What follows belongs to an exercise in optimizing a design on an open flow for small area and a short achievable clock period; a production flow would make more cautious choices. Function was checked by simulation only, so behaviour that the tests miss may differ from the original. No activity file was given, so power comes from the tool's default toggle rates.

==> trial 45: inputs <==
==> flow/design.v (excerpt) <==
module automaton_top (
  input  logic                     clk,
  input  logic                     rst,
  input  logic                     cyc,
  input  logic                     stb,
  input  logic                     we,
  input  automaton_pkg::wb_adr_t   adr,
  input  automaton_pkg::wb_data_t  dat_w,
  output automaton_pkg::wb_data_t  dat_r,
  output logic                     ack,
  output logic                     report
);
  localparam int N = 8;
  localparam int W = 8;
  localparam logic [W-1:0] POL = 8'b0011_0011;
  logic [2:0]   rot;         
  logic [31:0]  ring  [N][W];
  automaton_pkg::ste_vec_t succ_q [N];
  automaton_pkg::ste_vec_t start_q;
  automaton_pkg::ste_vec_t rep_q;
  automaton_pkg::ste_vec_t class_q;  
  automaton_pkg::ste_vec_t active;
  logic [15:0]  rdata_q;     
  automaton_pkg::report_count_t count_q;
  automaton_pkg::report_count_t count;
  assign count = count_q + 16'(report);
  always_ff @(posedge clk) begin
    rot <= rot + 3'd1;
    case (adr)
      10'h201: rdata_q <= 16'(active);
      10'h202:  rdata_q <= count;
      default:     rdata_q <= '0;
    endcase
  end
  assign dat_r = 32'(rdata_q);
  logic ack_q;
  ...
==> module automaton_top, before the edit <==
module automaton_top (
  input  logic                     clk,
  input  logic                     rst,
  input  logic                     cyc,
  input  logic                     stb,
  input  logic                     we,
  input  automaton_pkg::wb_adr_t   adr,
  input  automaton_pkg::wb_data_t  dat_w,
  output automaton_pkg::wb_data_t  dat_r,
  output logic                     ack,
  output logic                     report
);
  localparam int N = 8;
  localparam int W = 8;
  localparam logic [W-1:0] POL = 8'b0011_0011;
  logic [2:0]   rot;         
  logic [31:0]  ring  [N][W];
  automaton_pkg::ste_vec_t succ_q [N];
  automaton_pkg::ste_vec_t start_q;
  automaton_pkg::ste_vec_t rep_q;
  automaton_pkg::ste_vec_t class_q;  
  automaton_pkg::ste_vec_t active;
  logic [15:0]  rdata_q;     
  automaton_pkg::report_count_t count_q;
  automaton_pkg::report_count_t count;
  assign count = count_q + 16'(report);
  always_ff @(posedge clk) begin
    rot <= rot + 3'd1;
    case (adr)
      10'h201: rdata_q <= 16'(active);
      10'h202:  rdata_q <= count;
      default:     rdata_q <= '0;
    endcase
  end
  assign dat_r = 32'(rdata_q);
  logic ack_q;
  always_ff @(posedge clk) begin
    if (rst) begin
      ack_q <= 1'b0;
      ack   <= 1'b0;
    end else begin
      ack_q <= !ack_q && cyc && stb;
      ack   <= !ack && cyc && stb;
    end
  end
  logic       held;
  logic       ste_wr;
  logic       cls_wr;
  logic [2:0] port_word [W/2];   
  logic       rst_q;             
  assign held   = cyc && stb && we;
  assign ste_wr = adr[9:7] == 3'd0;
  assign cls_wr = held && ste_wr && !adr[3];
  always_ff @(posedge clk) begin
    for (int q = 0; q < W / 2; q++) port_word[q] <= 3'(2 * q) - rot - 3'd2;
    rst_q <= rst;
  end
  for (genvar i = 0; i < N; i++) begin : g_ste
    logic ste_sel;
    logic wr_ack;
    assign ste_sel = ste_wr && adr[6:4] == 3'(i);
    assign wr_ack  = ack_q && we && ste_sel;
    for (genvar p = 0; p < W; p++) begin : g_slot
      if (p % 2 == 0) begin : g_port
        logic wr;
        logic [31:0] next_n;
        assign wr = cls_wr && adr[6:4] == 3'(i) && adr[2:0] == port_word[p / 2];
        if (POL[p]) begin : g_inv
          activation_router port_i (
            .load   (wr && !rst),
            .load_n (!(wr || rst || rst_q)),
            .data   (dat_w),
            .prev   (ring[i][(p + W - 1) % W]),
            .next_n (next_n)
          );
        end else begin : g_true
          activation_router_or port_i (
            .load   (wr || rst || rst_q),
            .load_n (!wr || rst),
            .data   (~dat_w),
            .prev   (ring[i][(p + W - 1) % W]),
            .next_n (next_n)
          );
        end
        always_ff @(posedge clk) begin
          ring[i][p] <= next_n;
        end
      end else begin : g_pass
        always_ff @(posedge clk) begin
          ring[i][p] <= ring[i][p - 1];
        end
      end
    end
    always_ff @(posedge clk) begin
      if (rst) begin
        succ_q[i]  <= '0;
        start_q[i] <= 1'b0;
        rep_q[i]   <= 1'b0;
      end else if (wr_ack) begin
        if (adr[3:0] == 4'd8) begin
          succ_q[i] <= dat_w[8-1:0];
        end
        if (adr[3:0] == 4'd9) begin
          start_q[i] <= dat_w[0];
          rep_q[i]   <= dat_w[1];
        end
      end
    end
  end
  logic [31:0]  bsel;
  logic [W-1:0] ssel;
  logic [W-1:0] word_bit [N];
  logic [W-1:0] word_q   [N];
  logic [W-1:0] ssel_q;
  wb_config_port dec_i (
    .symbol (dat_w[7:0]),
    .rot    (rot),
    .bsel   (bsel),
    .ssel   (ssel)
  );
  for (genvar i = 0; i < N; i++) begin : g_look
    logic [W*32-1:0] words;
    for (genvar p = 0; p < W; p++) begin : g_w
      assign words[32*p +: 32] = ring[i][p];
    end
    ste_cell #(
      .POL (POL)
    ) look_i (
      .words    (words),
      .bsel     (bsel),
      .word_bit (word_bit[i])
    );
  end
  always_ff @(posedge clk) begin
    for (int p = 0; p < W; p++) ssel_q[p] <= ssel[p] && !(rst_q && p % 2 == 1);
    for (int i = 0; i < N; i++) word_q[i] <= word_bit[i];
  end
  always_comb begin
    for (int i = 0; i < N; i++) begin
      class_q[i] = |(word_q[i] & ssel_q);
    end
  end
  automaton_pkg::ste_vec_t match;
  automaton_pkg::ste_vec_t next_active;
  logic step;
  logic clear;
  logic any_hit;
  always_comb begin
    next_active = '0;
    for (int i = 0; i < N; i++) begin
      match[i] = (active[i] || start_q[i]) && class_q[i];
      if (match[i]) next_active = next_active | succ_q[i];
    end
  end
  assign any_hit = |(match & rep_q);
  assign step    = ack_q && we && adr == 10'h200;
  assign clear   = ack_q && we && adr == 10'h203;
  always_ff @(posedge clk) begin
    if (rst || clear) begin
      active  <= '0;
      report  <= 1'b0;
      count_q <= '0;
    end else begin
      if (step) active <= next_active;
      report  <= step && any_hit;
      count_q <= count;
    end
  end
endmodule
clock: 5.0 ns
lec_check: 0
cap_margin: 20
core_margin: 2
core_utilization: 45
cts_cluster_diameter: 80
cts_cluster_size: 24
setup_slack_margin: 2.6
slew_margin: 20
synth_hierarchical: 1
standard.sh (not shown) runs the stock make flow with config.mk's settings and CLKGATE_MAP_FILE= SYNTH_SCRIPT=/design/flow/synth_recipe.tcl, a recipe that flattens the netlist after the stock synthesis.
==> flow/flow/run.sh <==
#!/bin/bash
# The standard layout, with the port buffers made of buf_4 cells instead of
# the slow delay buffers that buffer_ports picks by default.
set -euo pipefail
bash standard.sh synth > synth.log 2>&1
bash standard.sh "BUFFER_PORTS_ARGS=-buffer_cell sky130_fd_sc_hd__buf_4" finish > layout.log 2>&1
==> inputs of build 69, as changes to trial 45 <==
--- a/flow/design.v
+++ b/flow/design.v
@@ -118,3 +118,3 @@
   always_ff @(posedge clk) begin
-    rot <= rot + 3'd1;
+    rot <= rst ? 3'd0 : rot + 3'd1;
     case (adr)
@@ -141,2 +141,4 @@
   logic       rst_q;             
+  logic       rst_qq;            
+  logic       clr;               
   assign held   = cyc && stb && we;
@@ -144,5 +146,7 @@
   assign cls_wr = held && ste_wr && !adr[3];
-  always_ff @(posedge clk) begin
-    for (int q = 0; q < W / 2; q++) port_word[q] <= 3'(2 * q) - rot - 3'd2;
-    rst_q <= rst;
+  assign clr    = rst_q || rst_qq;
+  always_ff @(posedge clk) begin
+    for (int q = 0; q < W / 2; q++) port_word[q] <= 3'(2 * q) - (rst ? 3'd1 : rot + 3'd2);
+    rst_q  <= rst;
+    rst_qq <= rst_q;
   end
@@ -160,4 +164,4 @@
           activation_router port_i (
-            .load   (wr && !rst),
-            .load_n (!(wr || rst || rst_q)),
+            .load   (wr),
+            .load_n (!(wr || clr)),
             .data   (dat_w),
@@ -168,4 +172,4 @@
           activation_router_or port_i (
-            .load   (wr || rst || rst_q),
-            .load_n (!wr || rst),
+            .load   (wr || clr),
+            .load_n (!wr),
             .data   (~dat_w),
@@ -225,3 +229,3 @@
   always_ff @(posedge clk) begin
-    for (int p = 0; p < W; p++) ssel_q[p] <= ssel[p] && !(rst_q && p % 2 == 1);
+    for (int p = 0; p < W; p++) ssel_q[p] <= ssel[p] && !rst_q && !(rst_qq && p % 2 == 1);
     for (int i = 0; i < N; i++) word_q[i] <= word_bit[i];
- CORE_UTILIZATION: 45 -> 50
==> summary of the runs <==
- Build 69 completed with no timing, DRC or antenna violations. Trial 45 completed without violations.
- Of trial 45 and build 69, trial 45 has the higher synthesized cell count (gap 0.33%, measured against build 69).
- Against build 69, the via count of trial 45 is smaller by about 0.5%.
- Combinational power: build 69 is larger than trial 45 (about 10%).
- Against trial 45, the clock power of build 69 is lower by about 2%.
- Between trial 45 and build 69, the lower critical path depth is in trial 45 (gap 5).
- Against build 69, the worst hold slack of trial 45 is lower by 0.0081 ns.

-- static timing again, ports no longer ideal --
How much do the figures lean on ideal ports? The routed layouts below were timed once more, with nothing changed but the port constraints.
Step 1, drivers: a clkbuf_16 drives clk and a buf_2 each remaining input, both assumed.
Step 2 also shifts input and output timing later by t, the mid clock arrival at the registers, as if the neighbouring blocks saw the same clock.
a / b / c = no drivers / after step 1 / after step 2; a / b = the first two.
run	t (ns)	setup WS [ns]	hold slack, ns	worst setup path after step 2	worst register clock-pin slew, ns
trial 45	0.853	2.412 / 2.231 / 1.377	0.330 / 0.330 / 0.330	input to register	0.10 / 0.10
build 69	0.843	2.468 / 2.259 / 1.415	0.338 / 0.338 / 0.338	input to register	0.11 / 0.11
After both steps setup and hold are still met in every run listed. The setup slack of build 69, which loses most, moves by -0.209 ns with the drivers and by -1.053 ns with both steps.
